From an optimization exercise on the open Yosys and OpenROAD flow, aimed at small area, a short achievable clock period and few clock cycles; shortcuts taken in it are not production practice.
At most, simulation tests tie the RTL to the original design; equivalence was not proved.
Power is estimated from default activity; no workload was simulated.

// ttt_main
module ttt_main (
    input  logic                                reset,
    input  logic                                clock_fast,
    output logic [2:0]                          stage,
    input  logic [4-1:0]        processor_id_in,
    output logic [4-1:0]        processor_id_out,
    input  logic [4-1:0]     good_tokens_in,
    input  logic [4-1:0]     bad_tokens_in,
    output logic [1:0]                          token_startstop,
    output logic                                output_valid,
    input  logic [4:0]                          instruction,
    input  logic [6-1:0]        connection_id_in,
    input  logic [8-1:0]           prog_data
);
    localparam int NP = 10;
    localparam int NC = 50;
    localparam int NH = NC / 2;          
    localparam int NG = (NH + 3) / 4;    
    logic signed [7:0] g_cnt [NP];
    logic signed [7:0] b_cnt [NP];
    logic signed [7:0] g_thr [NP];
    logic signed [7:0] b_thr [NP];
    logic [NP-1:0]     act;
  ...
Size: ~3300 cells after synthesis, roughly 1100 flip-flops.
clock: 6.5 ns
lec_check: 0
abc_clock_period_in_ps: 3000
cap_margin: 20
core_margin: 2
core_utilization: 40
cts_buf_list: sky130_fd_sc_hd__clkbuf_16
cts_cluster_diameter: 60
cts_cluster_size: 20
setup_slack_margin: 3.4
slew_margin: 20
run.sh (not shown) runs the stock make flow with config.mk's settings and CLKGATE_MAP_FILE= SYNTH_SCRIPT=/design/flow/synth_recipe.tcl, a recipe that flattens the netlist after the stock synthesis.
Testbench counts at the start, summed over its fixed seeds: cycles 4,393.
Then changed:
--- a/flow/config.mk
+++ b/flow/config.mk
@@ -14,3 +14,3 @@
 export CTS_CLUSTER_SIZE = 20
-export SETUP_SLACK_MARGIN = 3.4
+export SETUP_SLACK_MARGIN = 3.0
 export SLEW_MARGIN = 20
Outcome:
- The changed run went through all stages and came out clean
- flip-flop and latch count is unchanged
- final area fell by 3.2%
- clock skew stays flat
Then changed:
--- a/flow/config.mk
+++ b/flow/config.mk
@@ -14,2 +14,3 @@
 export CTS_CLUSTER_SIZE = 20
+export PLACE_DENSITY = 0.75
 export SETUP_SLACK_MARGIN = 3.0
Result:
- via count is higher by about 3.4%
- power is higher by 0.66%
- worst setup slack got worse by 0.035 ns

ttt_main, a different RTL version from the one above (not shown whole).
Size in the first run: ~1100 flip-flops, about 44000 um2 of cells after synthesis.
// ttt_main
module ttt_main (
    input  logic                                reset,
    input  logic                                clock_fast,
    output logic [2:0]                          stage,
    input  logic [4-1:0]        processor_id_in,
    output logic [4-1:0]        processor_id_out,
    input  logic [4-1:0]     good_tokens_in,
    input  logic [4-1:0]     bad_tokens_in,
    output logic [1:0]                          token_startstop,
    output logic                                output_valid,
    input  logic [4:0]                          instruction,
    input  logic [6-1:0]        connection_id_in,
    input  logic [8-1:0]           prog_data
);
    localparam int NP = 10;
    localparam int NC = 50;
    localparam int NG = (NC + 3) / 4;    
    logic signed [7:0] g_cnt [NP];
    logic signed [7:0] b_cnt [NP];
    logic signed [7:0] g_thr [NP];
    logic signed [7:0] b_thr [NP];
    logic [NP-1:0]     act;
    logic [5:0]        first [NP+1];
    logic [3:0]        tgt_mem [NC];
    logic [7:0]        wt_mem [NC];
    logic        x_add;       
    logic        x_gthr;
    logic        x_bthr;
    logic        x_upd;
    logic        x_first;
    logic        x_tgt;
    logic        x_wt;
    logic [NP:0] x_hit;       
    logic [5:0]  x_cid;
    logic [7:0]  x_data;
    logic        x_neg;       
    logic          busy;        
    logic          r_first;     
    logic [NP-1:0] pend;        
    logic [5:0]    w_idx;       
    logic [3:0]    w_lo;        
    logic [NG-1:0] w_hi;        
  ...
Settings: LEC_CHECK=0, ABC_CLOCK_PERIOD_IN_PS=3000, CAP_MARGIN=20, CORE_MARGIN=2, CORE_UTILIZATION=40, CTS_BUF_LIST=sky130_fd_sc_hd__clkbuf_16, CTS_CLUSTER_DIAMETER=60, CTS_CLUSTER_SIZE=20, SETUP_SLACK_MARGIN=3.0, SLEW_MARGIN=20; clock period 6.5 ns.
The baseline finished with timing, DRC and antenna clean.
Next try:
CTS_CLUSTER_DIAMETER = 90   (was 60)
CTS_CLUSTER_SIZE = 30   (was 20)
Total power is lower by about 6%.
Utilization is lower by 0.69 points.
Area after synthesis does not change.
Maximum frequency is lower by 3.5%.
Non-clock buffer count is higher by 4.
Setup slack got worse by 0.15 ns.
Design area is lower by about 1.5%.
Register-to-register slack got worse by 0.15 ns.
Worst hold slack stays flat.
Next try:
CTS_BUF_LIST = unset   (was sky130_fd_sc_hd__clkbuf_16)
CTS_CLUSTER_DIAMETER = unset   (was 90)
CTS_CLUSTER_SIZE = unset   (was 30)
What happened: The changed run completed with no timing, DRC or antenna violations; power is higher by 17%; synthesized cell count stays the same; worst setup slack gains 0.035 ns; non-clock buffer count fell by 9; clock skew goes down by 0.012 ns.
Next try:
CORE_UTILIZATION = 60   (was 40)
The changed run finished with timing, DRC and antenna clean.
Register-to-register slack degrades by 0.13 ns.
Sequential share of layout area climbs by 1.2 points.
First-iteration DRC count drops slightly.
No run of this note included a check of the RTL's function; only the layout flow was run.

== oak ==
ttt_main, a different RTL version from the one above (not shown whole).
Size: ~3500 cells after synthesis, roughly 1100 flip-flops, about 43 I/O pins, ~47000 um^2 of cells after synthesis.
clock: 6.5 ns
lec_check: 0
abc_clock_period_in_ps: 3000
cap_margin: 30
core_margin: 2
core_utilization: 40
cts_buf_list: sky130_fd_sc_hd__clkbuf_16
cts_cluster_diameter: 75
cts_cluster_size: 28
setup_slack_margin: 3.3
slew_margin: 20
The final layout from oak, which completed every stage, passed the timing, design-rule and antenna checks at the end of the flow.
Testbench counts of oak, summed over its fixed seeds: cycles 4,393.
The inputs of pine differ from those of oak as listed below.
Settings: CTS_CLUSTER_DIAMETER now 60, was 75; CTS_CLUSTER_SIZE now 20, was 28; SETUP_SLACK_MARGIN now 3.6, was 3.3.
--- outcome ---
Sequential group share of total power: oak and pine compared, lower one is pine
STATUS via count: pine loses against oak
Against oak, pine reports a post-place instance area that is higher.
Modified inputs, birch compared to pine
Settings: a change of CTS_CLUSTER_SIZE from 20 to 25; a change of CTS_CLUSTER_DIAMETER from 60 to 70; a change of SETUP_SLACK_MARGIN from 3.6 to 3.3.
## What came out
Cmp pine and birch / design internal power / higher: pine
The final reports for birch and pine show non-clock buffer count lower in the former.
Relative to pine, birch improves area of all placed cells without fillers.
Diff pine and birch: fraction of cell area in non-clock buffers lower in birch
[birch vs pine] H-tree depth: lower in birch
Met3 layer usage reported by global route: pine vs birch, no meaningful difference
pine → birch: period utilization now smaller; power now smaller; routed wire length now smaller.
Compared with pine, combinational gate power in birch decreased by more than 10%.
Compared to pine, birch has cell count 125 lower.
Relative to birch, the following input files were edited for maple:
Settings: CORE_UTILIZATION: 40 -> 50.
==> notes.md <==
- maple | stages: all done | timing, DRC, antenna: all pass
- Between maple and birch, the total length of routed met2 wires does not differ in any meaningful way.
- maple gives less power share of the clock group than birch did.
- On total power: maple sits above birch.
- In the tables for birch and maple, number of non-clock buffers reads lower with birch.
- maple: aggregate routed wire length is 2.2 mm higher than what birch reported.

## static timing again, ports no longer ideal
No port has a modelled driver above. Below, the same layouts with a new extraction and two added sets of constraints. Step 1 assumes that a clkbuf_16 drives the clock port and a buf_2 every other input. Step 2, shift: input delay + t, output delay - t, t = (earliest + latest rising clock arrival at the registers) / 2. This alone moves slack from input paths to output paths. a / b / c = ideal / step 1 / step 2; a / b = the first two.
run	shift t [ns]	setup WS [ns]	worst setup path after step 2	latest minus earliest clock arrival (ns)	cell pins on the clock port's net
the first run of note 1	0.720	3.061 / 3.061 / 2.699	input to register	0.029 / 0.028	1
the second run of note 1	0.716	2.950 / 2.950 / 2.556	input to register	0.029 / 0.029	1
the third run of note 1	0.718	2.915 / 2.915 / 2.592	input to register	0.054 / 0.054	1
the first run of note 2	0.722	2.517 / 2.517 / 2.389	input to register	0.043 / 0.043	1
the second run of note 2	0.738	2.370 / 2.370 / 2.370	register to register	0.032 / 0.031	1
the third run of note 2	0.748	2.405 / 2.405 / 2.354	input to register	0.022 / 0.021	1
the fourth run of note 2	0.734	2.271 / 2.271 / 2.271	register to register	0.032 / 0.032	1
oak	0.748	3.263 / 3.263 / 2.740	input to register	0.031 / 0.032	1
pine	0.740	3.297 / 3.297 / 2.793	input to register	0.044 / 0.044	1
birch	0.753	3.313 / 3.312 / 2.701	input to register	0.036 / 0.036	1
maple	0.782	3.163 / 3.163 / 2.580	input to register	0.057 / 0.057	1
After both steps setup and hold are still met in every run listed. The setup slack of birch, which loses most, moves by -0.001 ns with the drivers and by -0.612 ns with both steps.
